This design comes from an exercise in tuning for small area, a short achievable clock period and few clock cycles on the open sky130 flow, not from production work.
At most, simulation tests tie the RTL to the original design; equivalence was not proved.
Power figures rest on the tool's default switching activity, not on a simulated workload.

Design gap_fc_top, start of the top module:
module gap_fc_top (
    input  logic              clk,
    input  logic              rst_n,
    input  logic              start,
    input  logic [15:0]       pix_count,
    input  logic [15:0]       fm_base,
    output logic              busy,
    output logic              done,
    output logic              fm_rd_en,
    output logic [15:0]       fm_rd_addr,
    input  logic signed [7:0] fm_rd_data,
    input  logic              param_wr_en,
    input  logic [1:0]        param_wr_sel,
    input  logic [7:0]        param_wr_addr,
    input  logic [31:0]       param_wr_data,
    output logic              res_valid,
    output logic [1:0]        res_idx,
    output logic signed [7:0] res_data
);
    logic               h_valid;
    logic [23:0]        h_data;
    logic               h_take;
    logic [1:0]         w_o;
    logic [2:0]         w_c;
    logic signed [7:0]  w_byte;
    logic [1:0]         f_o;
    logic [31:0]        f_bias;
    logic [15:0]        f_m;
    logic [1:0]         r_o;
    logic [4:0]         f_s;
    logic               f_v;
    logic [15:0]        g_m;
    logic [4:0]         g_s;
    logic               g_v;
    param_regs u_params (
        .clk(clk), .rst_n(rst_n),
        .param_wr_en(param_wr_en), .param_wr_sel(param_wr_sel),
        .param_wr_addr(param_wr_addr), .param_wr_data(param_wr_data),
        .w_o(w_o), .w_c(w_c), .w_byte(w_byte),
        .f_o(f_o), .f_bias(f_bias), .f_m(f_m), .r_o(r_o), .f_s(f_s), .f_v(f_v),
        .g_m(g_m), .g_s(g_s), .g_v(g_v)
    );
    gap_pool u_pool (
  ...
Size in the first run: about 3,400 cells after synthesis, roughly 940 flip-flops, about 120 I/O pins, about 44,000 um^2 of cells after synthesis.
export LEC_CHECK = 0
export CAP_MARGIN = 50
export CORE_MARGIN = 2
export CORE_UTILIZATION = 40
export CTS_CLUSTER_DIAMETER = 150
export CTS_CLUSTER_SIZE = 30
export SLEW_MARGIN = 70
create_clock -name core_clock -period 15.0 [get_ports {clk}]
standard.sh (not shown) runs the stock make flow with config.mk's settings and CLKGATE_MAP_FILE= SYNTH_SCRIPT=/design/flow/synth_recipe.tcl, a recipe that flattens the netlist after the stock synthesis.
==> flow/flow/run.sh <==
#!/bin/bash
# The standard layout (the standard.sh: ORFS synthesis through finish), with two knobs
# changed: ports are buffered with buf_4 instead of the cell buffer_ports picks by default, and
# repair_timing aims for a setup slack of 10.6 ns at the design's 15 ns clock.
# Each run's full output goes to flow_make.log in the work folder.
set -euo pipefail
bash standard.sh SETUP_SLACK_MARGIN=10.6 "BUFFER_PORTS_ARGS=-buffer_cell sky130_fd_sc_hd__buf_4" finish > flow_make.log 2>&1
Testbench counts at the start, summed over its fixed seeds: cycles 25,268.
Next try:
CTS_CLUSTER_DIAMETER = not set   (was 150)
CTS_CLUSTER_SIZE = not set   (was 30)
The changed run went through all stages and came out clean.
Synthesized cell count stays the same.
Non-clock buffer count rises by 10.
Synthesized area stays the same.
Sequential share of layout area fell by 2.1 points.
Wire length grows slightly.
Global-route usage increases by 0.30 points.
Next try:
CAP_MARGIN = 70   (was 50)
SLEW_MARGIN = 85   (was 70)
Global-route usage increases by 2.1 points. Fmax goes down by 23%. Wire length rises by 18%. Final cell count rises by 14%. Utilization went up by 10 points. Worst setup slack is worse by 1.3 ns. Sequential share of layout area drops by 8.6 points.
Next try:
--- a/flow/flow/run.sh
+++ b/flow/flow/run.sh
@@ -4 +4 @@
-# repair_timing aims for a setup slack of 10.6 ns at the design's 15 ns clock.
+# repair_timing aims for a setup slack of 10.75 ns at the design's 15 ns clock.
@@ -7 +7 @@
-bash standard.sh SETUP_SLACK_MARGIN=10.6 "BUFFER_PORTS_ARGS=-buffer_cell sky130_fd_sc_hd__buf_4" finish > flow_make.log 2>&1
+bash standard.sh SETUP_SLACK_MARGIN=10.75 "BUFFER_PORTS_ARGS=-buffer_cell sky130_fd_sc_hd__buf_4" finish > flow_make.log 2>&1
CAP_MARGIN = 50   (was 70)
SLEW_MARGIN = 70   (was 85)
Result: The changed run produced a clean layout; via count falls by 11%; final cell count goes down by 12%; wire length is lower by 14%; setup slack is better by 1.3 ns; power is lower by 18%; global-route usage went down by 2.0 points; worst hold slack stays flat; first-iteration DRC count grows by 3.1%; maximum frequency climbs by 30%.
Next try:
==> flow/flow/run.sh (replaced) <==
#!/bin/bash
# The standard layout (the standard.sh: ORFS synthesis through finish), with two knobs
# changed: ports are buffered with buf_4 instead of the cell buffer_ports picks by default, and
# repair_timing aims for a setup slack of 10.6 ns at the design's 15 ns clock.
# Each run's full output goes to flow_make.log in the work folder.
set -euo pipefail
bash standard.sh SETUP_SLACK_MARGIN=10.6 "BUFFER_PORTS_ARGS=-buffer_cell sky130_fd_sc_hd__buf_4" finish > flow_make.log 2>&1
CORE_UTILIZATION = 60   (was 40)
CTS_CLUSTER_DIAMETER = 100   (was not set)
CTS_CLUSTER_SIZE = 30   (was not set)
PLACE_DENSITY = 0.72   (was not set)
Wire length drops by 3.6%.
Total power drops by about 11%.
Clock-buffer cell count drops by 66.
Sequential cell count stays the same.
Cell area drops by 6.9%.
Cell count drops by 13%.
Die area drops by about 33%.
Worst setup slack loses 0.045 ns.
Utilization climbs by 19 points.

========
Another version of the RTL of gap_fc_top (not shown whole).
For scale: about 120 I/O pins, ~46000 sq um of cells after synthesis.
clock: 15.0 ns
lec_check: 0
cap_margin: 50
core_margin: 2
core_utilization: 40
slew_margin: 70
run.sh (not shown) runs the stock make flow with config.mk's settings and CLKGATE_MAP_FILE= SYNTH_SCRIPT=/design/flow/synth_recipe.tcl, a recipe that flattens the netlist after the stock synthesis.
Stock flow here: none of the scripts above is used.
Then changed:
==> flow/flow/run.sh (new file) <==
#!/bin/bash
# The standard layout (the standard.sh: ORFS synthesis through finish), with two knobs
# changed: ports are buffered with buf_4 instead of the cell buffer_ports picks by default, and
# repair_timing aims for a setup slack of 10.6 ns at the design's 15 ns clock.
# Each run's full output goes to flow_make.log in the work folder.
set -euo pipefail
bash standard.sh SETUP_SLACK_MARGIN=10.6 "BUFFER_PORTS_ARGS=-buffer_cell sky130_fd_sc_hd__buf_4" finish > flow_make.log 2>&1
==> flow/standard.sh (new file) <==
#!/bin/bash
# synth_recipe.tcl (not shown) runs the flow's synth.tcl, then flattens the netlist and writes it again
# the make line also repeats each setting of config.mk as NAME=value (left out here)
make -C /OpenROAD-flow-scripts/flow DESIGN_CONFIG=/design/flow/config.mk WORK_HOME=/design/flow/orfs CLKGATE_MAP_FILE= SYNTH_SCRIPT=/design/flow/synth_recipe.tcl "${@:-finish}"
removed: flow/run.sh
Outcome: First-iteration DRC count rose by 7.9%; hold slack stays flat; final cell count barely changes.
Function was not checked in any run of this note: the RTL went through the layout flow alone.

========
gap_fc_top, a different RTL version from the one above (not shown whole).
Size: about 3300 cells after synthesis, roughly 120 I/O pins.
clock: 15.0 ns
lec_check: 0
cap_margin: 50
core_margin: 2
core_utilization: 40
cts_cluster_diameter: 120
cts_cluster_size: 22
slew_margin: 70
standard.sh (not shown) runs the stock make flow with config.mk's settings and CLKGATE_MAP_FILE= SYNTH_SCRIPT=/design/flow/synth_recipe.tcl, a recipe that flattens the netlist after the stock synthesis.
==> flow/flow/run.sh <==
#!/bin/bash
# The standard layout (the standard.sh: ORFS synthesis through finish), with two knobs
# changed: ports are buffered with buf_4 instead of the cell buffer_ports picks by default, and
# repair_timing aims for a setup slack of 10.45 ns at the design's 15 ns clock.
# Each run's full output goes to flow_make.log in the work folder.
set -euo pipefail
bash standard.sh SETUP_SLACK_MARGIN=10.45 "BUFFER_PORTS_ARGS=-buffer_cell sky130_fd_sc_hd__buf_4" finish > flow_make.log 2>&1
The first run finished clean.
Testbench counts at the start, summed over its fixed seeds: cycles 25,244.
Then changed:
==> flow/flow/run.sh (replaced) <==
#!/bin/bash
# The standard layout (the standard.sh: ORFS synthesis through finish), with two knobs
# changed: ports are buffered with buf_4 instead of the cell buffer_ports picks by default, and
# repair_timing aims for a setup slack of 10.6 ns at the design's 15 ns clock.
# Each run's full output goes to flow_make.log in the work folder.
set -euo pipefail
bash standard.sh SETUP_SLACK_MARGIN=10.6 "BUFFER_PORTS_ARGS=-buffer_cell sky130_fd_sc_hd__buf_4" finish > flow_make.log 2>&1
CORE_UTILIZATION = 60   (was 40)
PLACE_DENSITY = 0.72   (was not set)
After rerunning:
- The new run went through all stages and came out clean
- first-iteration DRC count rises by 56%
- total power went up by 3.4%
- utilization came out higher by 22 points

========
gap_fc_top again, from the RTL that the note above started with.
Settings: LEC_CHECK=0, CAP_MARGIN=40, CORE_MARGIN=2, CORE_UTILIZATION=40, CTS_CLUSTER_DIAMETER=120, CTS_CLUSTER_SIZE=22, SLEW_MARGIN=60; clock period 15.0 ns.
==> flow/flow/run.sh <==
#!/bin/bash
# The standard layout (the standard.sh: ORFS synthesis through finish), with two knobs
# changed: ports are buffered with buf_4 instead of the cell buffer_ports picks by default, and
# repair_timing aims for a setup slack of 10.6 ns at the design's 15 ns clock.
# Each run's full output goes to flow_make.log in the work folder.
set -euo pipefail
bash standard.sh SETUP_SLACK_MARGIN=10.6 "BUFFER_PORTS_ARGS=-buffer_cell sky130_fd_sc_hd__buf_4" finish > flow_make.log 2>&1
The first run finished with timing, DRC and antenna clean.
Testbench counts at the start, summed over its fixed seeds: cycles 25,244.
Next try:
Settings changed: CAP_MARGIN 40 to 30, SLEW_MARGIN 60 to 40.
Cell area barely changes. Clock skew came out higher by 0.0089 ns. Sequential power hardly moves.

========
gap_fc_top again, from the RTL that the note above started with.
## gap_fc_top
module gap_fc_top (
    input  logic              clk,
    input  logic              rst_n,
    input  logic              start,
    input  logic [15:0]       pix_count,
    input  logic [15:0]       fm_base,
    output logic              busy,
    output logic              done,
    output logic              fm_rd_en,
    output logic [15:0]       fm_rd_addr,
    input  logic signed [7:0] fm_rd_data,
    input  logic              param_wr_en,
    input  logic [1:0]        param_wr_sel,
    input  logic [7:0]        param_wr_addr,
    input  logic [31:0]       param_wr_data,
    output logic              res_valid,
    output logic [1:0]        res_idx,
    output logic signed [7:0] res_data
);
==> flow/config.mk <==
export PLATFORM = sky130hd
export DESIGN_NAME = gap_fc_top
export DESIGN_NICKNAME = gap_fc_top
export VERILOG_FILES = /design/flow/design.v
export SDC_FILE = /design/flow/constraint.sdc
export NUM_CORES = 4
export LEC_CHECK = 0
export CAP_MARGIN = 25
export CORE_MARGIN = 2
export CORE_UTILIZATION = 40
export CTS_CLUSTER_DIAMETER = 120
export CTS_CLUSTER_SIZE = 22
export SLEW_MARGIN = 30
==> flow/constraint.sdc <==
create_clock -name core_clock -period 15.0 [get_ports {clk}]
set_input_delay 3.0000 -clock core_clock [delete_from_list [all_inputs] [get_ports {clk}]]
set_output_delay 3.0000 -clock core_clock [all_outputs]
set_load 0.01 [all_outputs]
Scripts as last shown in full above: flow/flow/run.sh
Testbench counts at the start, summed over its fixed seeds: cycles 25,244.
==> next run, changes <==
Settings changed: CAP_MARGIN 25 to 35, SLEW_MARGIN 30 to 50.
- die area does not change
- clock-buffer cell count grows by 2
- hold slack gains 0.018 ns

==> afterwards: timing with drivers on the ports <==
In the flow no input, the clock included, has a driving cell. The finished layouts below were timed again as built, in two steps. Step 1 assumes that a clkbuf_16 drives the clock port and a buf_2 every other input. Step 2 adds t to the input delays and takes it off the output delays; t is the mean of the earliest and latest rising clock arrival at the registers after step 1. Input paths then give back, and output paths get back, about the clock's delay inside the block. Three values: no drivers, after step 1, after step 2; two values: the first two.
| run | t (ns) | setup WS [ns] | worst hold slack (ns) | latest minus earliest clock arrival (ns) |
|---|---|---|---|---|
| the first run of note 1 | 0.720 | 10.609 / 10.597 / 9.932 | 0.321 / 0.321 / 0.321 | 0.062 / 0.063 |
| the second run of note 1 | 0.744 | 10.640 / 10.577 / 9.939 | 0.306 / 0.306 / 0.306 | 0.071 / 0.071 |
| the third run of note 1 | 0.750 | 9.361 / 9.361 / 9.203 | 0.330 / 0.330 / 0.330 | 0.059 / 0.059 |
| the fourth run of note 1 | 0.736 | 10.667 / 10.600 / 9.971 | 0.327 / 0.327 / 0.327 | 0.062 / 0.063 |
| the fifth run of note 1 | 0.678 | 10.623 / 10.577 / 9.987 | 0.332 / 0.332 / 0.332 | 0.038 / 0.037 |
| the first run of note 2 | 0.732 | 10.203 / 10.135 / 10.132 | 0.325 / 0.325 / 0.325 | 0.047 / 0.048 |
| the second run of note 2 | 0.732 | 10.653 / 10.587 / 10.542 | 0.326 / 0.326 / 0.326 | 0.039 / 0.039 |
| the first run of note 3 | 0.691 | 10.485 / 10.522 / 9.831 | 0.332 / 0.332 / 0.332 | 0.031 / 0.031 |
| the second run of note 3 | 0.700 | 10.621 / 10.597 / 9.965 | 0.330 / 0.330 / 0.330 | 0.033 / 0.033 |
| the first run of note 4 | 0.699 | 10.636 / 10.628 / 9.983 | 0.328 / 0.328 / 0.328 | 0.045 / 0.045 |
| the second run of note 4 | 0.682 | 10.587 / 10.616 / 9.934 | 0.334 / 0.334 / 0.334 | 0.061 / 0.061 |
| the first run of note 5 | 0.690 | 10.565 / 10.612 / 9.922 | 0.316 / 0.316 / 0.316 | 0.053 / 0.053 |
| the second run of note 5 | 0.690 | 10.643 / 10.616 / 9.998 | 0.334 / 0.334 / 0.334 | 0.053 / 0.054 |
After both steps every run listed still meets setup and hold. For the second run of note 1, which loses most, drivers alone change the setup slack by -0.063 ns; drivers and shift together by -0.701 ns.
